Context: an optimization exercise on an open-source flow, tuned for small area. The choices shown serve that exercise and are no tape-out recipe. At most, simulation tests tie the RTL to the original design; equivalence was not proved. Power and IR drop assume default switching activity.

## 03-17
==> flow/design.v (excerpt) <==
module binary_min_heap_queue_core #(
  parameter int CAPACITY      = bmhq_pkg::CAPACITY_DEF,
  parameter int PRIORITY_BITS = bmhq_pkg::PRIORITY_BITS_DEF,
  parameter int TAG_BITS      = bmhq_pkg::TAG_BITS_DEF,
  localparam int CW = $clog2(CAPACITY + 1)
) (
  input  logic                            clk,
  input  logic                            rst_n,
  input  logic                            start,
  output logic                            busy,
  input  logic                            in_kind,
  input  logic signed [PRIORITY_BITS-1:0] in_priority_req,
  input  logic        [TAG_BITS-1:0]      in_payload_tag,
  output logic                            out_valid,
  output logic signed [PRIORITY_BITS-1:0] out_top_priority,
  output logic        [TAG_BITS-1:0]      out_top_tag,
  output logic        [CW-1:0]            out_entry_count,
  output logic                            out_is_empty,
  output logic        [1:0]               out_error_code
);
export LEC_CHECK = 0
export ABC_AREA = 1
export CAP_MARGIN = 0
export CORE_MARGIN = 2
export CORE_UTILIZATION = 70
export PLACE_DENSITY = 0.88
export SLEW_MARGIN = 0
create_clock -name core_clock -period 10.0 [get_ports {clk}]
standard.sh (not shown) runs the stock make flow with config.mk's settings and CLKGATE_MAP_FILE= SYNTH_SCRIPT=/design/flow/synth_recipe.tcl, a recipe that flattens the netlist after the stock synthesis.
==> flow/flow/run.sh <==
#!/bin/bash
# Standard layout with two changes: clock tree synthesis clusters up to 25 flip-flops per leaf
# buffer (within 60 um) and adds no dummy loads, and ports are buffered with buf_1.
set -euo pipefail
bash standard.sh \
  "CTS_ARGS=-sink_clustering_enable -repair_clock_nets -dont_use_dummy_load -sink_clustering_size 25 -sink_clustering_max_diameter 60" \
  "BUFFER_PORTS_ARGS=-buffer_cell sky130_fd_sc_hd__buf_1" \
  finish > flow.log 2>&1
What 06-12 does differently from 03-17 at the input level:
--- a/flow/design.v
+++ b/flow/design.v
@@ -43,31 +43,26 @@
 );
   localparam int EW = PRIORITY_BITS + TAG_BITS;
   localparam int AW = $clog2(CAPACITY);
   localparam int QW = AW - 1;
   logic [EW*CAPACITY-1:0] ring;
   logic [EW-1:0]          h0, h1, hx, t0, t1;
   logic [EW-1:0]          c_r;
   logic                   sel, wr, c_ld;
   logic                   full, empty;
   assign h0 = ring[EW-1:0];
   assign h1 = ring[2*EW-1:EW];
   assign hx = sel ? h1 : h0;
-  logic w0, w1, k0, k1;
-  assign w0 = wr && !sel;
-  assign w1 = wr && sel;
-  assign k0 = !w0;
-  assign k1 = !w1 && !empty;
-  assign t0 = (c_r & {EW{w0}}) | (h0 & {EW{k0}});
-  assign t1 = (c_r & {EW{w1}}) | (h1 & {EW{k1}});
+  assign t0 = (wr && !sel) ? c_r : h0;
+  assign t1 = (wr && sel) ? c_r : (empty ? '0 : h1);
   always_ff @(posedge clk) begin
     ring <= {t1, t0, ring[EW*CAPACITY-1:2*EW]};
   end
   bmhq_pkg::state_t state_r, state_nxt;
   bmhq_pkg::err_t   err_r, err_nxt;
   logic [QW-1:0]    q_r;
   logic [CW-1:0]    count_r, count_nxt;
   logic [AW-1:0]    cur_r, cur_nxt;
   logic             sw_r, sw_nxt, pr_r, pr_nxt;
   logic             accept;
   logic [QW:0] q1;
   assign q1 = {1'b0, q_r} + (QW+1)'(1);
## What came out
06-12: full flow OK, the timing, design-rule and antenna checks passed. 03-17 ended up with met4 as its top layer reached by signal wires; 06-12 ended up with met5. Going from 03-17 to 06-12, the proportion of synthesized chip area in sequential cells was found to have gone down by 0.37 points. 06-12 ends up with a share of total power in the clock network that is 5.9 points lower than in 03-17. 06-12 vs. 03-17: final standard cell area without fillers comparable, die footprint now larger, global-route met3 utilization comparable, total wirelength of the detailed-routed design now smaller. Initial core utilization in 06-12 is 0.16 points higher than in 03-17. Changes observed in 06-12 relative to 03-17: net switching power figure grew by 22%, buffering overhead held steady.

---

The RTL this note starts from:
==> flow/design.v <==
package bmhq_pkg;
  localparam int CAPACITY_DEF      = 64;
  localparam int PRIORITY_BITS_DEF = 16;
  localparam int TAG_BITS_DEF      = 16;
  typedef enum logic [1:0] {
    ERR_OK     = 2'd0,
    ERR_EMPTY  = 2'd1,
    ERR_FULL   = 2'd2,
    ERR_UNUSED = 2'd3
  } err_t;
  typedef enum logic [3:0] {
    ST_IDLE   = 4'd0,
    ST_INSW   = 4'd1,   
    ST_INSA   = 4'd2,   
    ST_INSB   = 4'd3,   
    ST_LAST   = 4'd4,   
    ST_DEC    = 4'd5,   
    ST_WB     = 4'd6,   
    ST_RELOAD = 4'd7,   
    ST_SHOW   = 4'd8,   
    ST_SHOWE  = 4'd9    
  } state_t;
endpackage
module binary_min_heap_queue_core #(
  parameter int CAPACITY      = bmhq_pkg::CAPACITY_DEF,
  parameter int PRIORITY_BITS = bmhq_pkg::PRIORITY_BITS_DEF,
  parameter int TAG_BITS      = bmhq_pkg::TAG_BITS_DEF,
  localparam int CW = $clog2(CAPACITY + 1)
) (
  input  logic                            clk,
  input  logic                            rst_n,
  input  logic                            start,
  output logic                            busy,
  input  logic                            in_kind,
  input  logic signed [PRIORITY_BITS-1:0] in_priority_req,
  input  logic        [TAG_BITS-1:0]      in_payload_tag,
  output logic                            out_valid,
  output logic signed [PRIORITY_BITS-1:0] out_top_priority,
  output logic        [TAG_BITS-1:0]      out_top_tag,
  output logic        [CW-1:0]            out_entry_count,
  output logic                            out_is_empty,
  output logic        [1:0]               out_error_code
);
  localparam int EW = PRIORITY_BITS + TAG_BITS;
  localparam int AW = $clog2(CAPACITY);
  localparam int QW = AW - 1;
  logic [EW*CAPACITY-1:0] ring;
  logic [EW-1:0]          h0, h1, hx, t0, t1;
  logic [EW-1:0]          c_r;
  logic                   sel, wr, c_ld;
  logic                   full, empty;
  assign h0 = ring[EW-1:0];
  assign h1 = ring[2*EW-1:EW];
  assign hx = sel ? h1 : h0;
  assign t0 = (wr && !sel) ? c_r : h0;
  assign t1 = (wr && sel) ? c_r : (empty ? '0 : h1);
  always_ff @(posedge clk) begin
    ring <= {t1, t0, ring[EW*CAPACITY-1:2*EW]};
  end
  bmhq_pkg::state_t state_r, state_nxt;
  bmhq_pkg::err_t   err_r, err_nxt;
  logic [QW-1:0]    q_r;
  logic [CW-1:0]    count_r, count_nxt;
  logic [AW-1:0]    cur_r, cur_nxt;
  logic             sw_r, sw_nxt, pr_r, pr_nxt;
  logic             accept;
  logic [QW:0] q1;
  assign q1 = {1'b0, q_r} + (QW+1)'(1);
  always_ff @(posedge clk) begin
    if (!rst_n) begin
      state_r <= bmhq_pkg::ST_IDLE;
      err_r   <= bmhq_pkg::ERR_OK;
      q_r     <= '0;
      count_r <= '0;
    end else begin
      state_r <= state_nxt;
      err_r   <= err_nxt;
      q_r     <= q1[QW-1:0];
      count_r <= count_nxt;
    end
  end
  always_ff @(posedge clk) begin
    cur_r <= cur_nxt;
    sw_r  <= sw_nxt;
    pr_r  <= pr_nxt;
    if (accept) begin
      c_r <= {in_priority_req, in_payload_tag};
    end else if (c_ld) begin
      c_r <= hx;
    end
  end
  logic signed [PRIORITY_BITS-1:0] p0, p1, px, cp;
  assign p0 = h0[EW-1 -: PRIORITY_BITS];
  assign p1 = h1[EW-1 -: PRIORITY_BITS];
  assign px = hx[EW-1 -: PRIORITY_BITS];
  assign cp = c_r[EW-1 -: PRIORITY_BITS];
  function automatic logic lt16(input logic [PRIORITY_BITS-1:0] a, input logic [PRIORITY_BITS-1:0] b,
                                input logic le);
    logic c, ai, bi;
    c = le;
    for (int i = 0; i < PRIORITY_BITS; i++) begin
      ai = (i == PRIORITY_BITS-1) ? !a[i] : a[i];
      bi = (i == PRIORITY_BITS-1) ? !b[i] : b[i];
      c  = (!ai && bi) || (!ai && c) || (bi && c);
    end
    lt16 = c;
  endfunction
  logic x_vs_c, c_lt_x, x_lt_c, p1_lt_p0, ins_cmp;
  assign x_vs_c   = lt16(px, cp, ins_cmp);
  assign c_lt_x   = !x_vs_c;
  assign x_lt_c   = x_vs_c;
  assign p1_lt_p0 = lt16(p1, p0, 1'b0);
  logic path_hit, path_bit, path_final;
  always_comb begin
    path_hit = 1'b0;
    path_bit = 1'b0;
    for (int s = 1; s < CW; s++) begin
      if ((count_r >> s) == CW'(q1)) begin
        path_hit = 1'b1;
        path_bit = count_r[s-1];
      end
    end
  end
  assign path_final = ((count_r >> 1) == CW'(q1));
  logic [AW-1:0] cur_m1, last_m1;
  assign cur_m1  = cur_r - AW'(1);
  assign last_m1 = AW'(count_r) - AW'(1);
  logic at_cur, at_last, at_kids;
  assign at_cur  = (q_r == cur_m1[AW-1:1]);
  assign at_last = (q_r == last_m1[AW-1:1]);
  assign at_kids = (q_r == cur_r[QW-1:0]);
  logic [CW-1:0] left7;
  logic          has_l, has_r;
  assign left7 = {cur_r, 1'b1};
  assign has_l = left7 < count_r;
  assign has_r = (left7 + CW'(1)) < count_r;
  assign ins_cmp = (state_r == bmhq_pkg::ST_INSW) || (state_r == bmhq_pkg::ST_INSA) ||
                   (state_r == bmhq_pkg::ST_INSB);
  assign full  = count_r[CW-1];
  assign empty = (count_r == '0);
  always_comb begin
    state_nxt = state_r;
    err_nxt   = err_r;
    count_nxt = count_r;
    cur_nxt   = cur_r;
    sw_nxt    = sw_r;
    pr_nxt    = pr_r;
    accept    = 1'b0;
    sel       = 1'b0;
    wr        = 1'b0;
    c_ld      = 1'b0;
    out_valid = 1'b0;
    case (state_r)
      bmhq_pkg::ST_IDLE: begin
        if (start) begin
          accept  = 1'b1;
          err_nxt = bmhq_pkg::ERR_OK;
          cur_nxt = '0;
          if (!in_kind) begin
            if (full) begin
              err_nxt   = bmhq_pkg::ERR_FULL;
              state_nxt = bmhq_pkg::ST_SHOW;
            end else begin
              count_nxt = count_r + CW'(1);
              state_nxt = bmhq_pkg::ST_INSW;
            end
          end else begin
            if (empty) begin
              err_nxt   = bmhq_pkg::ERR_EMPTY;
              state_nxt = bmhq_pkg::ST_SHOWE;
            end else begin
              count_nxt = count_r - CW'(1);
              if (count_r == CW'(1)) state_nxt = bmhq_pkg::ST_SHOWE;
              else                   state_nxt = bmhq_pkg::ST_LAST;
            end
          end
        end
      end
      bmhq_pkg::ST_INSW: begin
        sel = 1'b1;
        if (q_r == '1) begin
          out_valid = 1'b1;
          wr        = (count_r == CW'(1)) || c_lt_x;
          c_ld      = wr;
          if (count_r == CW'(1)) state_nxt = bmhq_pkg::ST_IDLE;
          else if (wr)           state_nxt = bmhq_pkg::ST_INSB;
          else                   state_nxt = bmhq_pkg::ST_INSA;
        end
      end
      bmhq_pkg::ST_INSA, bmhq_pkg::ST_INSB: begin
        sel = path_bit;
        if (path_hit) begin
          wr   = (state_r == bmhq_pkg::ST_INSB) || path_final || c_lt_x;
          c_ld = wr;
          if (path_final) state_nxt = bmhq_pkg::ST_IDLE;
          else if (wr)    state_nxt = bmhq_pkg::ST_INSB;
        end
      end
      bmhq_pkg::ST_LAST: begin
        sel = !count_r[0];
        if (at_last) begin
          c_ld      = 1'b1;
          state_nxt = bmhq_pkg::ST_DEC;
        end
      end
      bmhq_pkg::ST_DEC: begin
        sel = has_r && p1_lt_p0;
        if (!has_l || (at_kids && !x_lt_c)) begin
          sw_nxt = 1'b0;
          if (cur_r == '0) state_nxt = bmhq_pkg::ST_WB;
          else             state_nxt = bmhq_pkg::ST_IDLE;
        end else if (at_kids) begin
          wr        = 1'b1;
          c_ld      = 1'b1;
          sw_nxt    = 1'b1;
          pr_nxt    = sel;
          state_nxt = bmhq_pkg::ST_WB;
        end
      end
      bmhq_pkg::ST_WB: begin
        sel = !cur_r[0];
        if (at_cur) begin
          wr        = 1'b1;
          out_valid = (cur_r == '0);
          if (sw_r) begin
            cur_nxt   = AW'(left7) + AW'(pr_r);
            state_nxt = bmhq_pkg::ST_RELOAD;
          end else begin
            state_nxt = bmhq_pkg::ST_IDLE;
          end
        end
      end
      bmhq_pkg::ST_RELOAD: begin
        sel = !cur_r[0];
        if (at_cur) begin
          c_ld      = 1'b1;
          state_nxt = bmhq_pkg::ST_DEC;
        end
      end
      bmhq_pkg::ST_SHOW: begin
        sel = 1'b1;
        if (q_r == '1) begin
          out_valid = 1'b1;
          state_nxt = bmhq_pkg::ST_IDLE;
        end
      end
      bmhq_pkg::ST_SHOWE: begin
        sel       = 1'b1;
        out_valid = 1'b1;
        state_nxt = bmhq_pkg::ST_IDLE;
      end
      default: state_nxt = bmhq_pkg::ST_IDLE;
    endcase
  end
  assign busy             = (state_r != bmhq_pkg::ST_IDLE);
  assign out_is_empty     = empty;
  assign out_top_priority = t1[EW-1 -: PRIORITY_BITS];
  assign out_top_tag      = t1[TAG_BITS-1:0];
  assign out_entry_count  = count_r;
  assign out_error_code   = err_r;
endmodule
export LEC_CHECK = 0
export CAP_MARGIN = 20
export CORE_MARGIN = 2
export CORE_UTILIZATION = 40
export SLEW_MARGIN = 20
create_clock -name core_clock -period 10.0 [get_ports {clk}]
==> flow/flow/run.sh <==
#!/bin/bash
# Standard layout with two changes: clock tree synthesis clusters up to 30 flip-flops per leaf
# buffer (within 60 um) and adds no dummy loads, and ports are buffered with buf_1.
set -euo pipefail
bash standard.sh \
  "CTS_ARGS=-sink_clustering_enable -repair_clock_nets -dont_use_dummy_load -sink_clustering_size 30 -sink_clustering_max_diameter 60" \
  "BUFFER_PORTS_ARGS=-buffer_cell sky130_fd_sc_hd__buf_1" \
  finish > flow.log 2>&1
Then changed:
--- a/flow/design.v
+++ b/flow/design.v
@@ -81,6 +81,7 @@
   end
   always_ff @(posedge clk) begin
     cur_r <= cur_nxt;
+    lvl_r <= lvl_nxt;
     sw_r  <= sw_nxt;
     pr_r  <= pr_nxt;
     if (accept) begin
@@ -110,18 +111,18 @@
   assign c_lt_x   = !x_vs_c;
   assign x_lt_c   = x_vs_c;
   assign p1_lt_p0 = lt16(p1, p0, 1'b0);
-  logic path_hit, path_bit, path_final;
+  logic [2:0]    lvl_r, lvl_nxt, depth;
+  logic          path_bit, path_final;
+  logic [CW-1:0] count_inc;
+  assign count_inc = count_r + CW'(1);
   always_comb begin
-    path_hit = 1'b0;
-    path_bit = 1'b0;
-    for (int s = 1; s < CW; s++) begin
-      if ((count_r >> s) == CW'(q1)) begin
-        path_hit = 1'b1;
-        path_bit = count_r[s-1];
-      end
-    end
-  end
-  assign path_final = ((count_r >> 1) == CW'(q1));
+    depth = '0;
+    for (int i = 1; i < CW; i++) begin
+      if (count_inc[i]) depth = 3'(i);
+    end
+  end
+  assign path_bit   = count_r[lvl_r - 3'd1];
+  assign path_final = (lvl_r == 3'd1);
   logic [AW-1:0] cur_m1, last_m1;
   assign cur_m1  = cur_r - AW'(1);
   assign last_m1 = AW'(count_r) - AW'(1);
@@ -145,6 +146,7 @@
     cur_nxt   = cur_r;
     sw_nxt    = sw_r;
     pr_nxt    = pr_r;
+    lvl_nxt   = lvl_r;
     accept    = 1'b0;
     sel       = 1'b0;
     wr        = 1'b0;
@@ -161,7 +163,8 @@
               err_nxt   = bmhq_pkg::ERR_FULL;
               state_nxt = bmhq_pkg::ST_SHOW;
             end else begin
-              count_nxt = count_r + CW'(1);
+              count_nxt = count_inc;
+              lvl_nxt   = depth;
               state_nxt = bmhq_pkg::ST_INSW;
             end
           end else begin
@@ -180,18 +183,20 @@
         sel = 1'b1;
         if (q_r == '1) begin
           out_valid = 1'b1;
-          wr        = (count_r == CW'(1)) || c_lt_x;
+          wr        = (lvl_r == '0) || c_lt_x;
           c_ld      = wr;
-          if (count_r == CW'(1)) state_nxt = bmhq_pkg::ST_IDLE;
-          else if (wr)           state_nxt = bmhq_pkg::ST_INSB;
-          else                   state_nxt = bmhq_pkg::ST_INSA;
+          if (lvl_r == '0) state_nxt = bmhq_pkg::ST_IDLE;
+          else if (wr)     state_nxt = bmhq_pkg::ST_INSB;
+          else             state_nxt = bmhq_pkg::ST_INSA;
         end
       end
       bmhq_pkg::ST_INSA, bmhq_pkg::ST_INSB: begin
         sel = path_bit;
-        if (path_hit) begin
-          wr   = (state_r == bmhq_pkg::ST_INSB) || path_final || c_lt_x;
-          c_ld = wr;
+        if (at_kids) begin
+          wr      = (state_r == bmhq_pkg::ST_INSB) || path_final || c_lt_x;
+          c_ld    = wr;
+          cur_nxt = AW'(left7) + AW'(path_bit);
+          lvl_nxt = lvl_r - 3'd1;
           if (path_final) state_nxt = bmhq_pkg::ST_IDLE;
           else if (wr)    state_nxt = bmhq_pkg::ST_INSB;
         end
The changed run finished with timing, DRC and antenna clean.
Sequential power goes up by a few percent.
Core utilization goes up by 0.20 points.
Wire length goes up slightly.
Power goes up slightly.
Cell area goes down slightly.
Combinational power goes up by roughly a tenth.
Cell count barely changes.
Setup slack gets worse by 140 ps.
Fmax goes down slightly.
Count of clock-buffer cells in the layout goes down by 5.
Global-route usage goes up by 0.26 points.
Synthesized cell count goes up slightly.
Sequential share of layout area goes up by 0.68 points.
Only the layout flow was run in the first run of this note; the RTL was not checked for function there.

## static timing again, ports no longer ideal
The results above use ideal ports. As a check the final layouts listed here were re-extracted and re-timed, cells and wires unchanged. Step 1 sets driving cells, clkbuf_16 on the clock port and buf_2 on the other inputs (assumed; they add their load-dependent delay and slew). Step 2, shift: input delay + t, output delay - t, t = (earliest + latest rising clock arrival at the registers) / 2. This alone moves slack from input paths to output paths. Slacks: ideal / step 1 / step 2; pairs: ideal / step 1.
| run | t (ns) | setup WS [ns] | latest minus earliest clock arrival (ns) | worst slew at a driven data input, ns |
|---|---|---|---|---|
| 03-17 | 0.708 | 0.719 / 0.656 / 1.364 | 0.149 / 0.149 | 0.13 |
| 06-12 | 0.700 | 0.663 / 0.601 / 1.301 | 0.094 / 0.094 | 0.07 |
| the first run of note 2 | 0.712 | 0.761 / 0.697 / 1.409 | 0.123 / 0.124 | 0.17 |
| the second run of note 2 | 0.718 | 0.625 / 0.562 / 1.279 | 0.129 / 0.129 | 0.16 |
After both steps every run listed still meets setup and hold.
